Context: an optimization exercise on an open-source flow, tuned for small area, a short achievable clock period and few clock cycles per item. The choices shown serve that exercise and are no tape-out recipe. At most, simulation tests tie the RTL to the original design; equivalence was not proved. No functional check of the RTL was part of runs 2 and 3.

==> flow/design.v (outline; a module is shown in full before it is edited, if it fits) <==
// module mandel_iter_pipe: 78 lines
// module mandel_step: 1523 lines
module mandel_iter_pipe #(
    parameter int WIDTH  = 16,
    parameter int FRAC   = 13,
    parameter int ITER_W = 8,
    parameter int STAGES = 4
) (
    input  logic              Clk,
    input  logic              Reset,
    input  logic              in_valid,
    output logic              in_ready,
    input  logic [WIDTH-1:0]  in_x,
    input  logic [WIDTH-1:0]  in_y,
    input  logic [WIDTH-1:0]  in_c1,
    input  logic [WIDTH-1:0]  in_c2,
    input  logic [ITER_W-1:0] in_div,
    input  logic              in_done,
    input  logic [ITER_W-1:0] max_iter,
    output logic              out_valid,
    input  logic              out_ready,
    output logic [WIDTH-1:0]  out_x,
    output logic [WIDTH-1:0]  out_y,
    output logic [WIDTH-1:0]  out_c1,
    output logic [WIDTH-1:0]  out_c2,
    output logic [ITER_W-1:0] out_div,
    output logic              out_done
);
  // ...
==> flow/flow/run.sh <==
#!/bin/bash
set -euo pipefail
MARGIN=${MARGIN:-6.5}
R=orfs/results/sky130hd/mandel_iter_pipe/base
bash standard.sh SETUP_SLACK_MARGIN=$MARGIN synth > standard_synth.log 2>&1
python3 flow/polarity.py $R/1_2_yosys.v $R/1_2_yosys_pol.v "$FLOW_HOME/platforms/sky130hd/lib/sky130_fd_sc_hd__tt_025C_1v80.lib" > polarity.log 2>&1
mv $R/1_2_yosys_pol.v $R/1_2_yosys.v
rm -f $R/1_synth.odb $R/1_synth.sdc
bash standard.sh SETUP_SLACK_MARGIN=$MARGIN finish > standard_make.log 2>&1
==> flow/flow/polarity.py <==
#!/usr/bin/env python3
"""Remove inverters from a Yosys sky130 netlist without changing its logic or its registers.

Every inverter is taken out, and each signal is then given the polarity that needs the fewest
new inverters and the least area: a full adder (self-dual: complementing its three inputs
complements both outputs) may be used on complemented signals, and a single-output gate may
be swapped for the gate computing the complement of its output (and2 <-> nand2, a21o <->
a21oi, ...). One inverter is then added per signal that some load still needs complemented.
Flip-flops, ports and the nets driving ports keep their polarity. Usage: polarity.py IN.v OUT.v"""
import re
import sys
from collections import defaultdict

OUT_PINS = {"X", "Y", "Q", "Q_N", "SUM", "COUT", "HI", "LO", "GCLK"}
CELL_RE = re.compile(r"^  (sky130_fd_sc_hd__\w+) (\S+)\s+\($")
PIN_RE = re.compile(r"^    \.(\w+)\((.*)\),?$")
P = "sky130_fd_sc_hd__"
INV_AREA = 3.7536
# complementary single-output families: (positive, inverted); both keep the input pins
PAIRS = [("and2", "nand2"), ("or2", "nor2"), ("xor2", "xnor2"), ("and3", "nand3"),
         ("or3", "nor3"), ("and4", "nand4"), ("or4", "nor4"), ("a21o", "a21oi"),
         ("o21a", "o21ai"), ("a22o", "a22oi"), ("o22a", "o22ai"), ("a211o", "a211oi"),
         ("o211a", "o211ai"), ("a31o", "a31oi"), ("o31a", "o31ai"), ("a32o", "a32oi"),
         ("a41o", "a41oi"), ("a221o", "a221oi"), ("o221a", "o221ai"), ("a311o", "a311oi"),
         ("o311a", "o311ai"), ("a2111o", "a2111oi"), ("o2111a", "o2111ai"),
         ("and2b", "nand2b"), ("or2b", "nor2b"), ("and3b", "nand3b"), ("or3b", "nor3b"),
         ("and4b", "nand4b"), ("or4b", "nor4b"), ("a21bo", "a21boi"), ("o21ba", "o21bai"),
         ("a2bb2o", "a2bb2oi"), ("o2bb2a", "o2bb2ai"), ("buf", "inv"), ("mux2", "mux2i"),
         ("xor3", "xnor3")]


def lib_areas(lib):
    txt = open(lib).read()
    areas = {}
    for m in re.finditer(r'cell \("sky130_fd_sc_hd__(\w+)"\) \{(.*?)\n        area : ([\d.]+);', txt, re.S):
        areas[m.group(1)] = float(m.group(3))
    return areas


def main(src, dst, lib):
    areas = lib_areas(lib)
    fam_of = {}
    comp = {}
    for a, b in PAIRS:
        fam_of[a] = (a, b)
        fam_of[b] = (a, b)

    def smallest(fam):
        c = [(areas[n], n) for n in areas if re.fullmatch(fam + r"_\d+", n)]
        return min(c)[1] if c else None

    lines = open(src).read().split("\n")
    cells, head, tail = [], [], []
    i = 0
    while i < len(lines):
        m = CELL_RE.match(lines[i])
        if m:
            pins = []
            i += 1
            while lines[i] != "  );":
                pm = PIN_RE.match(lines[i])
                assert pm, lines[i]
                pins.append([pm.group(1), pm.group(2).strip()])
                i += 1
            cells.append([m.group(1), m.group(2), pins])
        elif cells:
            tail.append(lines[i])
        else:
            head.append(lines[i])
        i += 1
    assert not any("assign" in l for l in tail + head), "assign statements not handled"
    assert not any(P in l for l in tail), "unparsed cell"
    ports_out = set()
    for l in head:
        m = re.match(r"^  output (\[(\d+):(\d+)\] )?(\S+);$", l)
        if m:
            if m.group(1):
                for b in range(int(m.group(3)), int(m.group(2)) + 1):
                    ports_out.add(f"{m.group(4)}[{b}]")
            else:
                ports_out.add(m.group(4))

    def ctype(ci):
        return cells[ci][0][len(P):]

    def family(ci):
        return re.sub(r"_\d+$", "", ctype(ci))

    # removable inverters: all but those driving an output port
    inv_in = {}
    removable = set()
    for ci, c in enumerate(cells):
        if family(ci) in ("inv", "clkinv"):
            d = dict(c[2])
            if d["Y"] not in ports_out:
                inv_in[d["Y"]] = d["A"]
                removable.add(ci)

    def base(n):
        f = 0
        while n in inv_in:
            n = inv_in[n]
            f ^= 1
        return n, f

    driver = {}
    for ci, c in enumerate(cells):
        if ci in removable:
            continue
        for p, n in c[2]:
            if p in OUT_PINS:
                driver[n] = ci
    is_fa = [family(ci) == "fa" for ci in range(len(cells))]
    # swappable single-output drivers (not driving a port)
    swap = {}
    for ci in range(len(cells)):
        if ci in removable:
            continue
        fam = family(ci)
        if fam in fam_of:
            outs = [n for p, n in cells[ci][2] if p in OUT_PINS]
            if len(outs) == 1 and outs[0] not in ports_out:
                pos, neg = fam_of[fam]
                sp, sn = smallest(pos), smallest(neg)
                if sp and sn:
                    cur_neg = fam == neg
                    # area of the driver if its output is the cell's current function (0) or
                    # the complement (1)
                    a_cur = areas[ctype(ci)]
                    a_cmp = areas[sp if cur_neg else sn]
                    swap[outs[0]] = (ci, a_cur, a_cmp)

    sink_base, sink_e, sink_cell = [], [], []
    net_sinks = defaultdict(list)
    for ci, c in enumerate(cells):
        if ci in removable:
            continue
        for pi, (p, n) in enumerate(c[2]):
            if p in OUT_PINS:
                continue
            b, f = base(n)
            s = len(sink_base)
            sink_base.append(b)
            sink_e.append(f)
            sink_cell.append((ci, pi))
            net_sinks[b].append(s)
    # nets feeding output ports directly count as sinks that want the net itself
    port_sinks = defaultdict(int)
    for n in ports_out:
        b, f = base(n)
        if b != n:
            # the port is driven by a kept inverter chain; nothing to do
            pass
    flip = [0] * len(cells)
    n1 = defaultdict(int)
    ntot = defaultdict(int)
    for s, b in enumerate(sink_base):
        n1[b] += sink_e[s]
        ntot[b] += 1

    def ph_fixed(b):
        ci = driver.get(b)
        if ci is not None and is_fa[ci]:
            return flip[ci]
        return 0

    def cost(b):
        if b in swap:
            _, a0, a1 = swap[b]
            return min(a0 + (INV_AREA if n1[b] > 0 else 0.0),
                       a1 + (INV_AREA if n1[b] < ntot[b] else 0.0))
        ph = ph_fixed(b)
        bad = n1[b] > 0 if ph == 0 else n1[b] < ntot[b]
        return INV_AREA if bad else 0.0

    fa_in = defaultdict(list)
    for s, (ci, pi) in enumerate(sink_cell):
        if is_fa[ci]:
            fa_in[ci].append(s)
    fa_out = {ci: [n for p, n in cells[ci][2] if p in ("SUM", "COUT")]
              for ci in range(len(cells)) if is_fa[ci]}

    def apply(ci):
        for s in fa_in[ci]:
            n1[sink_base[s]] += 1 - 2 * sink_e[s]
            sink_e[s] ^= 1
        flip[ci] ^= 1

    def delta(ci):
        nets = {sink_base[s] for s in fa_in[ci]} | set(fa_out[ci])
        c0 = sum(cost(b) for b in nets)
        apply(ci)
        c1 = sum(cost(b) for b in nets)
        apply(ci)
        return c1 - c0

    allnets = set(n1) | set(swap)
    before = sum(cost(b) for b in allnets)
    fas = [ci for ci in range(len(cells)) if is_fa[ci] and not set(fa_out[ci]) & ports_out]
    for it in range(30):
        moved = 0
        for ci in fas:
            if delta(ci) < -1e-9:
                apply(ci)
                moved += 1
        if not moved:
            break
    after = sum(cost(b) for b in allnets)
    # physical polarity of every net
    ph = {}
    nswap = 0
    for b in allnets:
        if b in swap:
            _, a0, a1 = swap[b]
            c0 = a0 + (INV_AREA if n1[b] > 0 else 0.0)
            c1 = a1 + (INV_AREA if n1[b] < ntot[b] else 0.0)
            ph[b] = 1 if c1 < c0 - 1e-9 else 0
        else:
            ph[b] = ph_fixed(b)
    for b, p in ph.items():
        if p and b in swap:
            ci = swap[b][0]
            fam = family(ci)
            pos, neg = fam_of[fam]
            new = smallest(pos if fam == neg else neg)
            outpin = "Y" if fam == pos else "X"
            if fam in ("xor3", "xnor3"):
                outpin = "X"
            cells[ci][0] = P + new
            cells[ci][2] = [[outpin if pp in OUT_PINS else pp, nn] for pp, nn in cells[ci][2]]
            nswap += 1
    newinv = {}
    out_cells = []
    k = 0
    for s in range(len(sink_base)):
        b = sink_base[s]
        ci, pi = sink_cell[s]
        need = sink_e[s] ^ ph.get(b, 0)
        if need and b not in newinv:
            nn = f"_polinv_{k}_"
            newinv[b] = nn
            out_cells.append([P + "inv_1", f"_polinv_cell_{k}_", [["A", b], ["Y", nn]]])
            k += 1
        cells[ci][2][pi][1] = newinv[b] if need else b
    for ci, c in enumerate(cells):
        if ci not in removable:
            out_cells.append(c)
    decl = [f"  wire {nn};" for nn in newinv.values()]
    body = []
    for c in out_cells:
        body.append(f"  {c[0]} {c[1]} (" if not c[1].startswith("\\") else f"  {c[0]} {c[1]}  (")
        body.append(",\n".join(f"    .{p}({n} )" if n.startswith("\\") else f"    .{p}({n})"
                                for p, n in c[2]))
        body.append("  );")
    open(dst, "w").write("\n".join(head + decl + body + tail))
    sys.stderr.write(f"polarity: {len(fas)} full adders, {sum(flip)} complemented, {nswap} gates "
                     f"swapped; inverters {len(removable)} -> {k}; area of the choices "
                     f"{before:.0f} -> {after:.0f} um2\n")


if __name__ == "__main__":
    main(sys.argv[1], sys.argv[2], sys.argv[3])
==> flow/standard.sh <==
#!/bin/bash
# synth_recipe.tcl (not shown) runs the flow's synth.tcl, then flattens the netlist and writes it again
# the make line also repeats each setting of config.mk as NAME=value (left out here)
make -C /OpenROAD-flow-scripts/flow DESIGN_CONFIG=/design/flow/config.mk WORK_HOME=/design/flow/orfs CLKGATE_MAP_FILE= SYNTH_SCRIPT=/design/flow/synth_recipe.tcl "${@:-finish}"
==> flow/config.mk <==
export PLATFORM = sky130hd
export DESIGN_NAME = mandel_iter_pipe
export DESIGN_NICKNAME = mandel_iter_pipe
export VERILOG_FILES = /design/flow/design.v
export SDC_FILE = /design/flow/constraint.sdc
export NUM_CORES = 4
export LEC_CHECK = 0
export CAP_MARGIN = 20
export CORE_MARGIN = 2
export CORE_UTILIZATION = 40
export CTS_BUF_LIST = sky130_fd_sc_hd__clkbuf_4 sky130_fd_sc_hd__clkbuf_8
export SLEW_MARGIN = 20
==> flow/constraint.sdc <==
create_clock -name core_clock -period 14.0 [get_ports {Clk}]
set_input_delay 2.8000 -clock core_clock [delete_from_list [all_inputs] [get_ports {Clk}]]
set_output_delay 2.8000 -clock core_clock [all_outputs]
set_load 0.01 [all_outputs]
==> flow_summary.html, run 1 <==
<table>
<tr><th>Metric</th><th>Value</th></tr>
<tr><th colspan="2">Place</th></tr>
<tr><td>Dpl ws</td><td>4.743 ns</td></tr>
<tr><td>GP Congestion</td><td>0.9178</td></tr>
<tr><th colspan="2">Timing</th></tr>
<tr><td>Slew Limit Fails</td><td>0</td></tr>
<tr><td>Measured slew at the worst slew-check pin</td><td>1.007 ns</td></tr>
<tr><td>Setup Viol. Count Final</td><td>0</td></tr>
<tr><td>Final worst path period need</td><td>7.406 ns</td></tr>
<tr><th colspan="2">Finish</th></tr>
<tr><td>Register cell area after layout</td><td>11090 µm²</td></tr>
<tr><td>Top cell class by occupied area</td><td>multi-input combinational cells</td></tr>
<tr><td>Largest register by flop count</td><td>b_q</td></tr>
<tr><td>Fillers</td><td>16660</td></tr>
<tr><td>Leading cell types in the layout, fill and taps excluded</td><td>sky130_fd_sc_hd__fa_1, sky130_fd_sc_hd__inv_1, sky130_fd_sc_hd__nand2_1, sky130_fd_sc_hd__ha_1, sky130_fd_sc_hd__xnor2_1</td></tr>
<tr><td>Number of sequential cells</td><td>370</td></tr>
<tr><td>Ratio of cells with drive above 1 in the final layout</td><td>0.1028</td></tr>
<tr><th colspan="2">GRT</th></tr>
<tr><td>Global-route met1 utilization</td><td>0.2967</td></tr>
<tr><td>Maximum number of pins on one net before global-route repair</td><td>145</td></tr>
<tr><td>Number of antenna violations at the first check in global routing</td><td>7</td></tr>
<tr><td>Global routing usage on met3</td><td>0.03561</td></tr>
<tr><td>Via count of the first global-routing pass</td><td>56100</td></tr>
<tr><th colspan="2">CTS</th></tr>
<tr><td>Hold Buf Count CTS</td><td>0</td></tr>
<tr><td>H-tree depth</td><td>3</td></tr>
<tr><td>Clock tree root buffer cell</td><td>sky130_fd_sc_hd__clkbuf_8</td></tr>
<tr><td>Post_cts resized</td><td>207</td></tr>
<tr><th colspan="2">Floorplanning</th></tr>
<tr><td>Tap Count</td><td>2355</td></tr>
<tr><td>Count of standard-cell rows</td><td>155</td></tr>
<tr><th colspan="2">Setup path</th></tr>
<tr><td>Worst path buffer plus inverter count</td><td>2</td></tr>
<tr><td>Most prevalent standard cell on the critical path</td><td>sky130_fd_sc_hd__clkdlybuf4s50_1</td></tr>
<tr><td>Critical path depth</td><td>3</td></tr>
<tr><td>Reg2Reg Launch Point</td><td>b_q[2][50]$_DFFE_PP_</td></tr>
<tr><td>Source of the critical timing path</td><td>out_ready</td></tr>
<tr><td>Slowest-stage cell, CP</td><td>sky130_fd_sc_hd__clkdlybuf4s50_1</td></tr>
<tr><th colspan="2">Detailed routing</th></tr>
<tr><td>Number of DRC markers after the initial detailed-route iteration</td><td>3839</td></tr>
<tr><td>Total length of routed met2 wires</td><td>108.6 mm</td></tr>
<tr><td>Post-DR wirelength/cell</td><td>23.25 µm</td></tr>
<tr><td>Highest routing layer actually used</td><td>met5</td></tr>
<tr><th colspan="2">Logic synthesis</th></tr>
<tr><td>Net count of the mapped netlist</td><td>8879</td></tr>
<tr><td>Syn. warnings</td><td>6</td></tr>
<tr><td>Post-Synthesis Cells</td><td>6894</td></tr>
<tr><th colspan="2">Outcome</th></tr>
<tr><td>Result of the run</td><td>timing/DRC/antenna clean</td></tr>
</table>
Testbench counts, summed over its fixed seeds: cycles 3,240, items 3,200.
==> module mandel_iter_pipe, before the edit <==
module mandel_iter_pipe #(
    parameter int WIDTH  = 16,
    parameter int FRAC   = 13,
    parameter int ITER_W = 8,
    parameter int STAGES = 4
) (
    input  logic              Clk,
    input  logic              Reset,
    input  logic              in_valid,
    output logic              in_ready,
    input  logic [WIDTH-1:0]  in_x,
    input  logic [WIDTH-1:0]  in_y,
    input  logic [WIDTH-1:0]  in_c1,
    input  logic [WIDTH-1:0]  in_c2,
    input  logic [ITER_W-1:0] in_div,
    input  logic              in_done,
    input  logic [ITER_W-1:0] max_iter,
    output logic              out_valid,
    input  logic              out_ready,
    output logic [WIDTH-1:0]  out_x,
    output logic [WIDTH-1:0]  out_y,
    output logic [WIDTH-1:0]  out_c1,
    output logic [WIDTH-1:0]  out_c2,
    output logic [ITER_W-1:0] out_div,
    output logic              out_done
);
    localparam int PW = 4 * WIDTH + ITER_W + 1;    
    logic          v_q [STAGES+1];
    logic [PW-1:0] b_q [STAGES+1];
    logic          en;
    assign en       = out_ready | ~out_valid;
    assign in_ready = en;
    always_ff @(posedge Clk or posedge Reset) begin
        if (Reset) begin
            v_q[0] <= 1'b0;
        end else if (en) begin
            v_q[0] <= in_valid;
        end
    end
    always_ff @(posedge Clk) begin
        if (en) begin
            b_q[0] <= {in_x, in_y, in_c1, in_c2, in_div, in_done};
        end
    end
    genvar s;
    generate
        for (s = 0; s < STAGES; s++) begin : g_iter
            logic [15:0] nx, ny;
            logic [7:0]  ndiv;
            logic        ndone;
            mandel_step u_step (
                .px(b_q[s][PW-1 -: 16]), .py(b_q[s][PW-17 -: 16]),
                .pc1(b_q[s][PW-33 -: 16]), .pc2(b_q[s][PW-49 -: 16]),
                .pdiv(b_q[s][8:1]), .pdone(b_q[s][0]), .cap(max_iter),
                .rx(nx), .ry(ny), .rdiv(ndiv), .rdone(ndone)
            );
            always_ff @(posedge Clk or posedge Reset) begin
                if (Reset) begin
                    v_q[s+1] <= 1'b0;
                end else if (en) begin
                    v_q[s+1] <= v_q[s];
                end
            end
            always_ff @(posedge Clk) begin
                if (en) begin
                    b_q[s+1] <= {nx, ny, b_q[s][PW-33 -: 32], ndiv, ndone};
                end
            end
        end
    endgenerate
    assign out_valid = v_q[STAGES];
    assign out_x     = b_q[STAGES][PW-1 -: 16];
    assign out_y     = b_q[STAGES][PW-17 -: 16];
    assign out_c1    = b_q[STAGES][PW-33 -: 16];
    assign out_c2    = b_q[STAGES][PW-49 -: 16];
    assign out_div   = b_q[STAGES][8:1];
    assign out_done  = b_q[STAGES][0];
endmodule
==> run 2, diff against run 1 <==
--- a/flow/design.v
+++ b/flow/design.v
@@ -19,79 +19,106 @@
     input  logic              out_ready,
     output logic [WIDTH-1:0]  out_x,
     output logic [WIDTH-1:0]  out_y,
     output logic [WIDTH-1:0]  out_c1,
     output logic [WIDTH-1:0]  out_c2,
     output logic [ITER_W-1:0] out_div,
     output logic              out_done
 );
-    localparam int PW = 4 * WIDTH + ITER_W + 1;    
-    logic          v_q [STAGES+1];
-    logic [PW-1:0] b_q [STAGES+1];
-    logic          en;
+    logic        v_q   [STAGES+1];
+    logic [15:0] ox_q  [STAGES+1];    
+    logic [15:0] oy_q  [STAGES+1];
+    logic [7:0]  od_q  [STAGES+1];
+    logic [15:0] nx_q  [STAGES+1];    
+    logic [15:0] ny_q  [STAGES+1];
+    logic        up_q  [STAGES+1];    
+    logic [15:0] c1_q  [STAGES+1];
+    logic [15:0] c2_q  [STAGES+1];
+    logic        dn_q  [STAGES+1];
+    logic [15:0] x_e   [STAGES+1];    
+    logic [15:0] y_e   [STAGES+1];
+    logic [7:0]  d_e   [STAGES+1];
+    logic        en;
     assign en       = out_ready | ~out_valid;
     assign in_ready = en;
     always_ff @(posedge Clk or posedge Reset) begin
         if (Reset) begin
             v_q[0] <= 1'b0;
         end else if (en) begin
             v_q[0] <= in_valid;
         end
     end
     always_ff @(posedge Clk) begin
         if (en) begin
-            b_q[0] <= {in_x, in_y, in_c1, in_c2, in_div, in_done};
+            ox_q[0] <= in_x;
+            oy_q[0] <= in_y;
+            od_q[0] <= in_div;
+            c1_q[0] <= in_c1;
+            c2_q[0] <= in_c2;
+            dn_q[0] <= in_done;
         end
     end
+    assign x_e[0] = ox_q[0];
+    assign y_e[0] = oy_q[0];
+    assign d_e[0] = od_q[0];
     genvar s;
     generate
         for (s = 0; s < STAGES; s++) begin : g_iter
             logic [15:0] nx, ny;
-            logic [7:0]  ndiv;
-            logic        ndone;
+            logic        upd, ndone;
             mandel_step u_step (
-                .px(b_q[s][PW-1 -: 16]), .py(b_q[s][PW-17 -: 16]),
-                .pc1(b_q[s][PW-33 -: 16]), .pc2(b_q[s][PW-49 -: 16]),
-                .pdiv(b_q[s][8:1]), .pdone(b_q[s][0]), .cap(max_iter),
-                .rx(nx), .ry(ny), .rdiv(ndiv), .rdone(ndone)
+                .px(x_e[s]), .py(y_e[s]), .pc1(c1_q[s]), .pc2(c2_q[s]),
+                .pdiv(d_e[s]), .pdone(dn_q[s]), .cap(max_iter),
+                .nxo(nx), .nyo(ny), .upd(upd), .rdone(ndone)
             );
             always_ff @(posedge Clk or posedge Reset) begin
                 if (Reset) begin
                     v_q[s+1] <= 1'b0;
                 end else if (en) begin
                     v_q[s+1] <= v_q[s];
                 end
             end
             always_ff @(posedge Clk) begin
                 if (en) begin
-                    b_q[s+1] <= {nx, ny, b_q[s][PW-33 -: 32], ndiv, ndone};
+                    ox_q[s+1] <= x_e[s];
+                    oy_q[s+1] <= y_e[s];
+                    od_q[s+1] <= d_e[s];
+                    nx_q[s+1] <= nx;
+                    ny_q[s+1] <= ny;
+                    up_q[s+1] <= upd;
+                    c1_q[s+1] <= c1_q[s];
+                    c2_q[s+1] <= c2_q[s];
+                    dn_q[s+1] <= ndone;
                 end
             end
+            assign x_e[s+1] = up_q[s+1] ? nx_q[s+1] : ox_q[s+1];
+            assign y_e[s+1] = up_q[s+1] ? ny_q[s+1] : oy_q[s+1];
+            assign d_e[s+1] = od_q[s+1] + {7'd0, up_q[s+1]};
         end
     endgenerate
     assign out_valid = v_q[STAGES];
-    assign out_x     = b_q[STAGES][PW-1 -: 16];
-    assign out_y     = b_q[STAGES][PW-17 -: 16];
-    assign out_c1    = b_q[STAGES][PW-33 -: 16];
-    assign out_c2    = b_q[STAGES][PW-49 -: 16];
-    assign out_div   = b_q[STAGES][8:1];
-    assign out_done  = b_q[STAGES][0];
+    assign out_x     = x_e[STAGES];
+    assign out_y     = y_e[STAGES];
+    assign out_c1    = c1_q[STAGES];
+    assign out_c2    = c2_q[STAGES];
+    assign out_div   = d_e[STAGES];
+    assign out_done  = dn_q[STAGES];
 endmodule
 module mandel_step (
     input  logic [15:0] px,
     input  logic [15:0] py,
     input  logic [15:0] pc1,
     input  logic [15:0] pc2,
     input  logic [7:0]  pdiv,
     input  logic        pdone,
     input  logic [7:0]  cap,
-    output logic [15:0] rx,
-    output logic [15:0] ry,
-    output logic [7:0]  rdiv,
+    output logic [15:0] nxo,
+    output logic [15:0] nyo,
+    output logic        upd,
     output logic        rdone
 );
     wire big = (px[15] ^ px[14]) | (py[15] ^ py[14]);
     wire sqy_0 = py[0];
     wire sqy_1 = (py[0] & py[1]);
     wire sqy_2 = py[1];
     wire sqy_3 = (py[0] & py[2]);
     wire sqy_4 = (py[0] & py[3]);
@@ -1577,25 +1604,13 @@
     wire nys_410 = nys_162 ^ nys_163 ^ nys_357;
     wire [28:0] ssum = {nys_410, nys_407, nys_406, nys_404, nys_401, nys_399, nys_397, nys_396, nys_394, nys_391, nys_389, nys_387, nys_385, nys_383, nys_381, nys_379, nys_377, nys_375, nys_373, nys_371, nys_369, nys_367, nys_365, nys_363, nys_361, nys_359, nys_5, nys_2, nys_0} + {nys_409, nys_408, nys_405, nys_403, nys_402, nys_400, nys_398, nys_395, nys_393, nys_392, nys_390, nys_388, nys_386, nys_384, nys_382, nys_380, nys_378, nys_376, nys_374, nys_372, nys_370, nys_368, nys_366, nys_364, nys_362, nys_360, nys_358, 1'b0, nys_1};
     wire        esc = big | mag[29] | mag[28];
     wire [16:0] nx = nsum[29:13];
     wire [16:0] ny = ssum[28:12];
     wire        ovf = (nx[16] ^ nx[15]) | (ny[16] ^ ny[15]);
     wire [8:0]  div_inc = {1'b0, pdiv} + 9'd1;
     wire        sat = &pdiv;
-    always_comb begin
-        rx    = px;
-        ry    = py;
-        rdiv  = pdiv;
-        rdone = pdone;
-        if (!pdone) begin
-            if (esc || ovf || sat) begin
-                rdone = 1'b1;
-            end else begin
-                rx    = nx[15:0];
-                ry    = ny[15:0];
-                rdiv  = div_inc[7:0];
-                rdone = (div_inc >= {1'b0, cap});
-            end
-        end
-    end
+    assign nxo   = nx[15:0];
+    assign nyo   = ny[15:0];
+    assign upd   = !pdone && !esc && !ovf && !sat;
+    assign rdone = pdone || esc || ovf || sat || (div_inc >= {1'b0, cap});
 endmodule
==> flow/flow/run.sh (replaced) <==
#!/bin/bash
set -euo pipefail
MARGIN=${MARGIN:-7}
R=orfs/results/sky130hd/mandel_iter_pipe/base
bash standard.sh SETUP_SLACK_MARGIN=$MARGIN synth > standard_synth.log 2>&1
python3 flow/polarity.py $R/1_2_yosys.v $R/1_2_yosys_pol.v "$FLOW_HOME/platforms/sky130hd/lib/sky130_fd_sc_hd__tt_025C_1v80.lib" > polarity.log 2>&1
mv $R/1_2_yosys_pol.v $R/1_2_yosys.v
rm -f $R/1_synth.odb $R/1_synth.sdc
bash standard.sh SETUP_SLACK_MARGIN=$MARGIN finish > standard_make.log 2>&1
==> flow/config.mk (replaced) <==
export PLATFORM = sky130hd
export DESIGN_NAME = mandel_iter_pipe
export DESIGN_NICKNAME = mandel_iter_pipe
export VERILOG_FILES = /design/flow/design.v
export SDC_FILE = /design/flow/constraint.sdc
export NUM_CORES = 4
export LEC_CHECK = 0
export CAP_MARGIN = 20
export CORE_MARGIN = 2
export CORE_UTILIZATION = 40
export SLEW_MARGIN = 20
==> run 2 against run 1 <==
Compared with the run above:
- flip-flop and latch count increased by 132
- area after synthesis increased by 5.2%
- maximum frequency decreased by 0.55%
- non-clock buffer count increased by 324
- routed wire length increased by 18%
- synthesized cell count increased by 4.3%
- highest routed layer unchanged
==> flow_summary.html, run 2 <==
<table>
<tr><th>Metric</th><th>Value</th></tr>
<tr><th colspan="2">Floorplanning</th></tr>
<tr><td>Initial cell density of the core</td><td>0.4014 (was 0.4017)</td></tr>
<tr><td>Vertical die dimension</td><td>437.6 µm (was 426.9 µm)</td></tr>
<tr><td>Die area</td><td>191500 µm² (was 182200 µm²)</td></tr>
<tr><td>Core Area</td><td>187400 µm² (was 178000 µm²)</td></tr>
<tr><td>Die X-Extent</td><td>437.6 µm (was 426.9 µm)</td></tr>
<tr><td>Count of standard-cell rows</td><td>159 (was 155)</td></tr>
<tr><td>Boundary Pins</td><td>160 (unchanged)</td></tr>
<tr><th colspan="2">Finish</th></tr>
<tr><td>Final Instance Area</td><td>90880 µm² (was 80850 µm²)</td></tr>
<tr><td>Fillers</td><td>16890 (was 16660)</td></tr>
<tr><td>P&amp;R area growth vs syn</td><td>20.83% (was 13.04%)</td></tr>
<tr><td>Leading cell types in the layout, fill and taps excluded</td><td>sky130_fd_sc_hd__fa_1, sky130_fd_sc_hd__inv_1, sky130_fd_sc_hd__nor2_1, sky130_fd_sc_hd__ha_1, sky130_fd_sc_hd__edfxtp_1 (was sky130_fd_sc_hd__fa_1, sky130_fd_sc_hd__inv_1, sky130_fd_sc_hd__nand2_1, sky130_fd_sc_hd__ha_1, sky130_fd_sc_hd__xnor2_1)</td></tr>
<tr><td>Ratio of cells with drive above 1 in the final layout</td><td>0.1768 (was 0.1028)</td></tr>
<tr><td>Multi-input gate area in the final layout</td><td>57990 µm² (was 56480 µm²)</td></tr>
<tr><td>Register cell area after layout</td><td>15050 µm² (was 11090 µm²)</td></tr>
<tr><td>Commonest non-fill, non-tap cell in the layout</td><td>sky130_fd_sc_hd__fa_1 (unchanged)</td></tr>
<tr><td>Net total in the final layout</td><td>9726 (was 9045)</td></tr>
<tr><th colspan="2">Logic synthesis</th></tr>
<tr><td>Net count of the mapped netlist</td><td>9179 (was 8879)</td></tr>
<tr><td>Post-synthesis instance area</td><td>75220 µm² (was 71520 µm²)</td></tr>
<tr><td>Synthesized area divided by synthesized cell count</td><td>10.47 µm² (was 10.37 µm²)</td></tr>
<tr><td>Syn. warnings</td><td>27 (was 6)</td></tr>
<tr><td>Post-Synthesis Cells</td><td>7187 (was 6894)</td></tr>
<tr><th colspan="2">Timing</th></tr>
<tr><td>Final-layout worst hold slack</td><td>0.4588 ns (was 0.4634 ns)</td></tr>
<tr><td>Setup repair after global routing missed its margin</td><td>true (unchanged)</td></tr>
<tr><td>Worst rel slew slack</td><td>0.2351 (was 0.3289)</td></tr>
<tr><td>Measured slew at the worst slew-check pin</td><td>1.139 ns (was 1.007 ns)</td></tr>
<tr><td>Final worst path period need</td><td>7.446 ns (was 7.406 ns)</td></tr>
<tr><td>Post-route fraction of the period consumed by the critical path</td><td>0.5319 (was 0.5290)</td></tr>
<tr><td>Accumulated negative setup slack</td><td>0 ns (unchanged)</td></tr>
<tr><td>Final-report hold violation count</td><td>0 (unchanged)</td></tr>
<tr><td>Clock Skew</td><td>0.04224 ns (was 0.04888 ns)</td></tr>
<tr><td>Slew Limit Fails</td><td>0 (unchanged)</td></tr>
<tr><td>FMAX</td><td>134.3 MHz (was 135.0 MHz)</td></tr>
<tr><td>Setup Viol. Count Final</td><td>0 (unchanged)</td></tr>
<tr><th colspan="2">Detailed routing</th></tr>
<tr><td>Detailed-route DRC error count</td><td>0 (unchanged)</td></tr>
<tr><td>Post-DRT Antenna Nets</td><td>0 (unchanged)</td></tr>
<tr><td>Vias</td><td>57650 (was 52040)</td></tr>
<tr><td>Post-DR wirelength/cell</td><td>25.19 µm (was 23.25 µm)</td></tr>
<tr><td>Detailed-route vias per instance</td><td>5.605 (was 5.491)</td></tr>
<tr><td>Routed Wire Length</td><td>259.0 mm (was 220.4 mm)</td></tr>
<tr><td>Number of DRC markers after the initial detailed-route iteration</td><td>5981 (was 3839)</td></tr>
<tr><td>Number of detailed-routing iterations run before antenna repair</td><td>9 (was 6)</td></tr>
<tr><th colspan="2">Place</th></tr>
<tr><td>Port Buffers</td><td>159 (unchanged)</td></tr>
<tr><td>Placed Area</td><td>80630 µm² (was 75600 µm²)</td></tr>
<tr><td>Half-perimeter wire length after detailed placement</td><td>187.7 mm (was 157.5 mm)</td></tr>
<tr><td>GP Congestion</td><td>0.9418 (was 0.9178)</td></tr>
<tr><th colspan="2">CTS</th></tr>
<tr><td>Clock tree from TritonCTS</td><td>yes (unchanged)</td></tr>
<tr><td>H-tree depth</td><td>3 (unchanged)</td></tr>
<tr><td>Number of buffers on the longest clock path</td><td>3 (unchanged)</td></tr>
<tr><td>Reg clk slew, reported paths</td><td>0.05 ns (was 0.06 ns)</td></tr>
<tr><td>Worst skew pair latency</td><td>0.70 ns (was 0.78 ns)</td></tr>
<tr><td>Hold Buf Count CTS</td><td>0 (unchanged)</td></tr>
<tr><td>Num CTS Buffers</td><td>71 (was 76)</td></tr>
<tr><td>Clock sink count</td><td>502 (was 370)</td></tr>
<tr><td>Clock tree root buffer cell</td><td>sky130_fd_sc_hd__clkbuf_16 (was sky130_fd_sc_hd__clkbuf_8)</td></tr>
<tr><th colspan="2">GRT</th></tr>
<tr><td>Maximum number of pins on one net before global-route repair</td><td>149 (was 145)</td></tr>
<tr><td>First-pass GRT wire length</td><td>384.5 mm (was 335.0 mm)</td></tr>
<tr><td>Grt total ovfl</td><td>0 (unchanged)</td></tr>
<tr><td>Total routing usage reported by global routing</td><td>0.2686 (was 0.2401)</td></tr>
<tr><td>Number of antenna violations at the first check in global routing</td><td>9 (was 7)</td></tr>
<tr><td>Via count of the first global-routing pass</td><td>60510 (was 56100)</td></tr>
<tr><th colspan="2">Setup path</th></tr>
<tr><td>Slowest-stage cell, CP</td><td>sky130_fd_sc_hd__fa_2 (was sky130_fd_sc_hd__clkdlybuf4s50_1)</td></tr>
<tr><td>Source of the critical timing path</td><td>up_q[1]$_DFFE_PP_ (was out_ready)</td></tr>
<tr><td>Most prevalent standard cell on the critical path</td><td>sky130_fd_sc_hd__fa_2 (was sky130_fd_sc_hd__clkdlybuf4s50_1)</td></tr>
<tr><td>Logic depth of the worst register-to-register path</td><td>30 (was 24)</td></tr>
<tr><td>Worst path buffer plus inverter count</td><td>12 (was 2)</td></tr>
<tr><td>Slowest stage delay, CP</td><td>0.62 ns (was 0.65 ns)</td></tr>
<tr><td>Reg2Reg Launch Point</td><td>up_q[1]$_DFFE_PP_ (was b_q[2][50]$_DFFE_PP_)</td></tr>
<tr><td>Largest fanout on the critical path</td><td>16 (was 30)</td></tr>
<tr><td>Critical R2R Capture</td><td>dn_q[2]$_DFFE_PP_ (was b_q[3][0]$_SDFFCE_PP1P_)</td></tr>
<tr><td>Crit path capture type</td><td>flip-flop (was primary output)</td></tr>
<tr><td>Slack of the worst reg-to-reg path</td><td>6.55 ns (was 6.67 ns)</td></tr>
<tr><td>Type of origin of the critical path</td><td>flip-flop (was input pin)</td></tr>
<tr><td>Dominant delay contributor by cell family on the critical path</td><td>adder cells (was buffers and inverters)</td></tr>
<tr><td>Classification of the worst setup path</td><td>reg2reg (was in2out)</td></tr>
<tr><td>CP Data Arrival Time</td><td>7.86 ns (was 4.61 ns)</td></tr>
<tr><td>Critical path data required time</td><td>14.41 ns (was 11.20 ns)</td></tr>
<tr><th colspan="2">Min path</th></tr>
<tr><td>Cell count of the worst hold path</td><td>0 (was 1)</td></tr>
<tr><td>Worst Hold End</td><td>c2_q[1][14]$_DFFE_PP_ (was v_q[4]$_DFFE_PP0P_)</td></tr>
<tr><td>Hold/Removal Path Class</td><td>reg2reg (unchanged)</td></tr>
<tr><td>Worst hold path startpoint</td><td>c2_q[0][14]$_DFFE_PP_ (was v_q[3]$_DFFE_PP0P_)</td></tr>
<tr><th colspan="2">Run</th></tr>
<tr><td>Count of maximum capacitance violations</td><td>0 (unchanged)</td></tr>
<tr><th colspan="2">Outcome</th></tr>
<tr><td>Result of the run</td><td>timing/DRC/antenna clean (unchanged)</td></tr>
</table>
[run 2: cell types whose count changed in the layout (fill, tap and decap cells not counted), moves of 83 or more]
| cell | before | now |
|---|---|---|
| sky130_fd_sc_hd__fa_2 | 46 | 129 |
| sky130_fd_sc_hd__and2_1 | 258 | 75 |
| sky130_fd_sc_hd__buf_4 | 221 | 473 |
| sky130_fd_sc_hd__fa_1 | 1270 | 1187 |
| sky130_fd_sc_hd__nor2_1 | 134 | 538 |
| sky130_fd_sc_hd__edfxtp_1 | 365 | 497 |
| sky130_fd_sc_hd__o22ai_1 | 6 | 104 |
| sky130_fd_sc_hd__nand2_1 | 659 | 490 |
[run 2: per-stage QoR]
stage	worst slack, ns	util	std cells
finish	6.554	0.4849	10280
global route	6.295	0.4849	10280
CTS	6.593	0.4705	10130
detailed placement	4.786	0.4303	9632
global placement	4.772	0.4302	9631
floorplan	6.821	-	7187
[run 2: per-layer routing]
| metal | routed length, µm | vias to the layer above | part of all wire | track usage |
|---|---|---|---|---|
| met5 | 13 | - | 0.000050 | 0 |
| met3 | 22960 | 722 | 0.089 | 0.04758 |
| met1 | 97050 | 29250 | 0.37 | 0.3376 |
| li1 | - | 24690 | - | - |
| met2 | 122500 | 2982 | 0.47 | 0.4446 |
| met4 | 16540 | 2 | 0.064 | 0.1352 |
[run 2: how the worst max path moves through the flow]
| stage | end | slack [ns] | cells past startpoint |
|---|---|---|---|
| floorplan | dn_q[2]$_DFFE_PP_ | 6.82 | 28 |
| global route | dn_q[2]$_DFFE_PP_ | 6.29 | 29 |
| global placement | dn_q[3]$_DFFE_PP_ | 4.77 | 27 |
| detailed placement | dn_q[4]$_DFFE_PP_ | 4.79 | 28 |
| finish | dn_q[2]$_DFFE_PP_ | 6.55 | 30 |
| CTS | dn_q[2]$_DFFE_PP_ | 6.59 | 28 |
[run 2: what timing repair did]
item / 4_1_cts / 5_1_grt
buffers inserted: 355 / 138
cloned: 21 / 10
pin swaps: 109 / 187
endpoints found under the setup margin: 111 / 64
endpoints found under the hold margin: 0 / 0
resized for setup: 450 / 342
[run 2: area by class of cell]
| type | instances | area share |
|---|---|---|
| diodes | 4 | 0.0001101 |
| well taps | 2495 | 0.03435 |
| repair inverters | 4 | 0.0002478 |
| clock buffers | 80 | 0.01992 |
| multi-input cells | 5386 | 0.6381 |
| repair buffers | 819 | 0.09114 |
| clock inverters | 44 | 0.006347 |
| inverters | 950 | 0.04421 |
| flip-flops and latches | 502 | 0.1656 |
[run 2: worst register-to-register path: cells and delay by family (launching register included)]
kind | cells | cell delay, ns
and+or+nand+nor | 4 | 0.76
AOI/OAI and AO/OA | 5 | 1.14
buffers and inverters | 12 | 1.39
adders and majority gates | 7 | 3.08
muxes | 1 | 0.19
DFF | 1 | 0.49
xor gates and xnor gates | 1 | 0.14
==> run 3, diff against run 2 <==
--- a/flow/flow/run.sh
+++ b/flow/flow/run.sh
@@ -1,5 +1,5 @@
 #!/bin/bash
 set -euo pipefail
-MARGIN=${MARGIN:-7}
+MARGIN=${MARGIN:-6.5}
 R=orfs/results/sky130hd/mandel_iter_pipe/base
 bash standard.sh SETUP_SLACK_MARGIN=$MARGIN synth > standard_synth.log 2>&1
==> run 3 against run 2 <==
Compared with the run above:
- flip-flop and latch count unchanged
- critical path type unchanged
- clock skew is 0.0069 ns higher
- area after synthesis did not move
- sequential share of layout area grew 0.63 points
- setup slack worse by 0.025 ns
- maximum frequency decreased by 0.33%
==> flow_summary.html, run 3 <==
<table>
<tr><th>Metric</th><th>Value</th></tr>
<tr><th colspan="2">Min path</th></tr>
<tr><td>Cell count of the worst hold path</td><td>0 (unchanged)</td></tr>
<tr><td>Worst Hold End</td><td>c2_q[1][9]$_DFFE_PP_ (was c2_q[1][14]$_DFFE_PP_)</td></tr>
<tr><td>Worst hold path startpoint</td><td>c2_q[0][9]$_DFFE_PP_ (was c2_q[0][14]$_DFFE_PP_)</td></tr>
<tr><td>Hold/Removal Path Class</td><td>reg2reg (unchanged)</td></tr>
<tr><th colspan="2">Timing</th></tr>
<tr><td>Clock Skew</td><td>0.04910 ns (was 0.04224 ns)</td></tr>
<tr><td>Measured slew at the worst slew-check pin</td><td>1.133 ns (was 1.139 ns)</td></tr>
<tr><td>Post-route fraction of the period consumed by the critical path</td><td>0.5336 (was 0.5319)</td></tr>
<tr><td>Setup Viol. Count Final</td><td>0 (unchanged)</td></tr>
<tr><td>Accumulated negative setup slack</td><td>0 ns (unchanged)</td></tr>
<tr><td>Slew Limit Fails</td><td>0 (unchanged)</td></tr>
<tr><td>Final-report hold violation count</td><td>0 (unchanged)</td></tr>
<tr><td>Final-layout worst hold slack</td><td>0.4540 ns (was 0.4588 ns)</td></tr>
<tr><td>Setup repair after global routing missed its margin</td><td>true (unchanged)</td></tr>
<tr><td>Worst rel slew slack</td><td>0.2353 (was 0.2351)</td></tr>
<tr><td>Final worst path period need</td><td>7.471 ns (was 7.446 ns)</td></tr>
<tr><td>FMAX</td><td>133.9 MHz (was 134.3 MHz)</td></tr>
<tr><th colspan="2">Logic synthesis</th></tr>
<tr><td>Net count of the mapped netlist</td><td>9179 (unchanged)</td></tr>
<tr><td>Synthesized area divided by synthesized cell count</td><td>10.47 µm² (unchanged)</td></tr>
<tr><td>Post-Synthesis Cells</td><td>7187 (unchanged)</td></tr>
<tr><td>Syn. warnings</td><td>27 (unchanged)</td></tr>
<tr><td>Post-synthesis instance area</td><td>75220 µm² (unchanged)</td></tr>
<tr><th colspan="2">Setup path</th></tr>
<tr><td>Crit path capture type</td><td>flip-flop (unchanged)</td></tr>
<tr><td>Largest fanout on the critical path</td><td>7 (was 16)</td></tr>
<tr><td>Most prevalent standard cell on the critical path</td><td>sky130_fd_sc_hd__fa_1 (was sky130_fd_sc_hd__fa_2)</td></tr>
<tr><td>Type of origin of the critical path</td><td>flip-flop (unchanged)</td></tr>
<tr><td>Classification of the worst setup path</td><td>reg2reg (unchanged)</td></tr>
<tr><td>CP Data Arrival Time</td><td>7.88 ns (was 7.86 ns)</td></tr>
<tr><td>Critical path data required time</td><td>14.40 ns (was 14.41 ns)</td></tr>
<tr><td>Slowest stage delay, CP</td><td>0.59 ns (was 0.62 ns)</td></tr>
<tr><td>Reg2Reg Launch Point</td><td>up_q[1]$_DFFE_PP_ (unchanged)</td></tr>
<tr><td>Logic depth of the worst register-to-register path</td><td>28 (was 30)</td></tr>
<tr><td>Critical R2R Capture</td><td>dn_q[2]$_DFFE_PP_ (unchanged)</td></tr>
<tr><td>Slack of the worst reg-to-reg path</td><td>6.53 ns (was 6.55 ns)</td></tr>
<tr><td>Slowest-stage cell, CP</td><td>sky130_fd_sc_hd__fa_1 (was sky130_fd_sc_hd__fa_2)</td></tr>
<tr><th colspan="2">CTS</th></tr>
<tr><td>Clock sink count</td><td>502 (unchanged)</td></tr>
<tr><td>Num CTS Buffers</td><td>70 (was 71)</td></tr>
<tr><td>Clock tree root buffer cell</td><td>sky130_fd_sc_hd__clkbuf_16 (unchanged)</td></tr>
<tr><td>H-tree depth</td><td>3 (unchanged)</td></tr>
<tr><td>Clock tree from TritonCTS</td><td>yes (unchanged)</td></tr>
<tr><td>Number of buffers on the longest clock path</td><td>3 (unchanged)</td></tr>
<tr><td>Reg clk slew, reported paths</td><td>0.06 ns (was 0.05 ns)</td></tr>
<tr><td>Worst skew pair latency</td><td>0.70 ns (about the same)</td></tr>
<tr><th colspan="2">GRT</th></tr>
<tr><td>Via count of the first global-routing pass</td><td>59410 (was 60510)</td></tr>
<tr><td>Maximum number of pins on one net before global-route repair</td><td>140 (was 149)</td></tr>
<tr><td>First-pass GRT wire length</td><td>377.3 mm (was 384.5 mm)</td></tr>
<tr><td>Total routing usage reported by global routing</td><td>0.2632 (was 0.2686)</td></tr>
<tr><td>Number of antenna violations at the first check in global routing</td><td>11 (was 9)</td></tr>
<tr><td>Grt total ovfl</td><td>0 (unchanged)</td></tr>
<tr><th colspan="2">Run</th></tr>
<tr><td>Count of maximum capacitance violations</td><td>0 (unchanged)</td></tr>
<tr><th colspan="2">Place</th></tr>
<tr><td>Post-Place Cells</td><td>9657 (was 9632)</td></tr>
<tr><td>Half-perimeter wire length after detailed placement</td><td>186.1 mm (was 187.7 mm)</td></tr>
<tr><td>Port Buffers</td><td>159 (unchanged)</td></tr>
<tr><td>GP Congestion</td><td>0.9470 (was 0.9418)</td></tr>
<tr><td>Placed Area</td><td>80130 µm² (was 80630 µm²)</td></tr>
<tr><th colspan="2">Finish</th></tr>
<tr><td>Non-filler instance count after layout</td><td>10160 (was 10280)</td></tr>
<tr><td>Final Instance Area</td><td>87560 µm² (was 90880 µm²)</td></tr>
<tr><td>Leading cell types in the layout, fill and taps excluded</td><td>sky130_fd_sc_hd__fa_1, sky130_fd_sc_hd__inv_1, sky130_fd_sc_hd__nor2_1, sky130_fd_sc_hd__ha_1, sky130_fd_sc_hd__nand2_1 (was sky130_fd_sc_hd__fa_1, sky130_fd_sc_hd__inv_1, sky130_fd_sc_hd__nor2_1, sky130_fd_sc_hd__ha_1, sky130_fd_sc_hd__edfxtp_1)</td></tr>
<tr><td>P&amp;R area growth vs syn</td><td>16.41% (was 20.83%)</td></tr>
<tr><td>Ratio of cells with drive above 1 in the final layout</td><td>0.1315 (was 0.1768)</td></tr>
<tr><td>Commonest non-fill, non-tap cell in the layout</td><td>sky130_fd_sc_hd__fa_1 (unchanged)</td></tr>
<tr><td>Net total in the final layout</td><td>9593 (was 9726)</td></tr>
<tr><th colspan="2">Detailed routing</th></tr>
<tr><td>Detailed-route vias per instance</td><td>5.557 (was 5.605)</td></tr>
<tr><td>Vias</td><td>56430 (was 57650)</td></tr>
<tr><td>Post-DRT Antenna Nets</td><td>0 (unchanged)</td></tr>
<tr><td>Routed Wire Length</td><td>253.4 mm (was 259.0 mm)</td></tr>
<tr><td>Number of detailed-routing iterations run before antenna repair</td><td>8 (was 9)</td></tr>
<tr><td>Number of DRC markers after the initial detailed-route iteration</td><td>5327 (was 5981)</td></tr>
<tr><td>Post-DR wirelength/cell</td><td>24.95 µm (was 25.19 µm)</td></tr>
<tr><td>Detailed-route DRC error count</td><td>0 (unchanged)</td></tr>
<tr><th colspan="2">Outcome</th></tr>
<tr><td>Result of the run</td><td>timing/DRC/antenna clean (unchanged)</td></tr>
<tr><th colspan="2">Floorplanning</th></tr>
<tr><td>Boundary Pins</td><td>160 (unchanged)</td></tr>
<tr><td>Count of standard-cell rows</td><td>159 (unchanged)</td></tr>
<tr><td>Core Area</td><td>187400 µm² (unchanged)</td></tr>
<tr><td>Die area</td><td>191500 µm² (unchanged)</td></tr>
<tr><td>Vertical die dimension</td><td>437.6 µm (unchanged)</td></tr>
<tr><td>Die X-Extent</td><td>437.6 µm (unchanged)</td></tr>
<tr><td>Initial cell density of the core</td><td>0.4014 (unchanged)</td></tr>
</table>
run 3: worst max-delay path, delay by kind of cell (launching register included):
kind | cells | cell delay [ns]
DFF | 1 | 0.41
AOI/OAI and AO/OA | 4 | 0.95
buffers and inverters | 10 | 1.18
and+or+nand+nor | 4 | 0.84
muxes | 1 | 0.19
adders and majority gates | 8 | 3.47
xor gates and xnor gates | 1 | 0.14
run 3: area by class of cell:
type	count	area, µm²
fill	17290	99840
multi-input combinational	5383	56630
sequential	502	15050
timing repair buffer	687	6502
inverter	950	3871
tap	2495	3122
clock buffer	85	1872
clock inverter	42	457.9
timing repair inverter	7	42.54
antenna	4	10.01
run 3: worst max path at each step:
stage	startpoint	end	slack (ns)
floorplan	up_q[1]$_DFFE_PP_	dn_q[2]$_DFFE_PP_	6.50
global placement	up_q[3]$_DFFE_PP_	dn_q[4]$_DFFE_PP_	4.40
detailed placement	up_q[3]$_DFFE_PP_	dn_q[4]$_DFFE_PP_	4.36
CTS	up_q[3]$_DFFE_PP_	nx_q[4][14]$_DFFE_PP_	6.47
global route	up_q[1]$_DFFE_PP_	dn_q[2]$_DFFE_PP_	6.31
finish	up_q[1]$_DFFE_PP_	dn_q[2]$_DFFE_PP_	6.53
run 3: metrics by stage:
step | setup WS [ns] | utilization
global placement | 4.398 | 0.4275
detailed placement | 4.357 | 0.4276
finish | 6.529 | 0.4672
global route | 6.315 | 0.4672
floorplan | 6.501 | -
CTS | 6.471 | 0.4545
run 3: repair_timing:
action,4_1_cts,5_1_grt
hold buffers,0,0
resized for setup,247,254
hold endpoints to repair,0,0
gates cloned,8,10
pin swaps,23,101
endpoints found under the setup margin,97,40
setup buffers,199,150
run 3: per-layer routing:
layer  GRT usage  vias to the layer above  share of wire
met1      0.3286                    28690           0.38
met3     0.04570                      653          0.082
met2      0.4338                     2694           0.47
met5           0                        -        0.00014
li1            -                    24390              -
met4      0.1440                        6          0.065

-- port drivers added, routing unchanged --
In the flow no input, the clock included, has a driving cell. The finished layouts below were timed again as built, in two steps.
Step 1, drivers: a clkbuf_16 drives Clk and a buf_2 each remaining input, both assumed.
Step 2 also shifts input and output timing later by t, the mid clock arrival at the registers, as if the neighbouring blocks saw the same clock.
Slacks: ideal ports / drivers / drivers and shift; pairs: ideal ports / drivers.
run	shift t [ns]	setup slack, ns	clock arrival spread, ns
run 1	0.843	6.594 / 6.570 / 6.570	0.061 / 0.061
run 2	0.762	6.554 / 6.554 / 6.554	0.055 / 0.055
run 3	0.756	6.529 / 6.529 / 6.529	0.049 / 0.049
After both steps setup and hold are still met in every run listed. For run 1, which loses most, drivers alone change the setup slack by -0.024 ns; drivers and shift together by -0.024 ns.
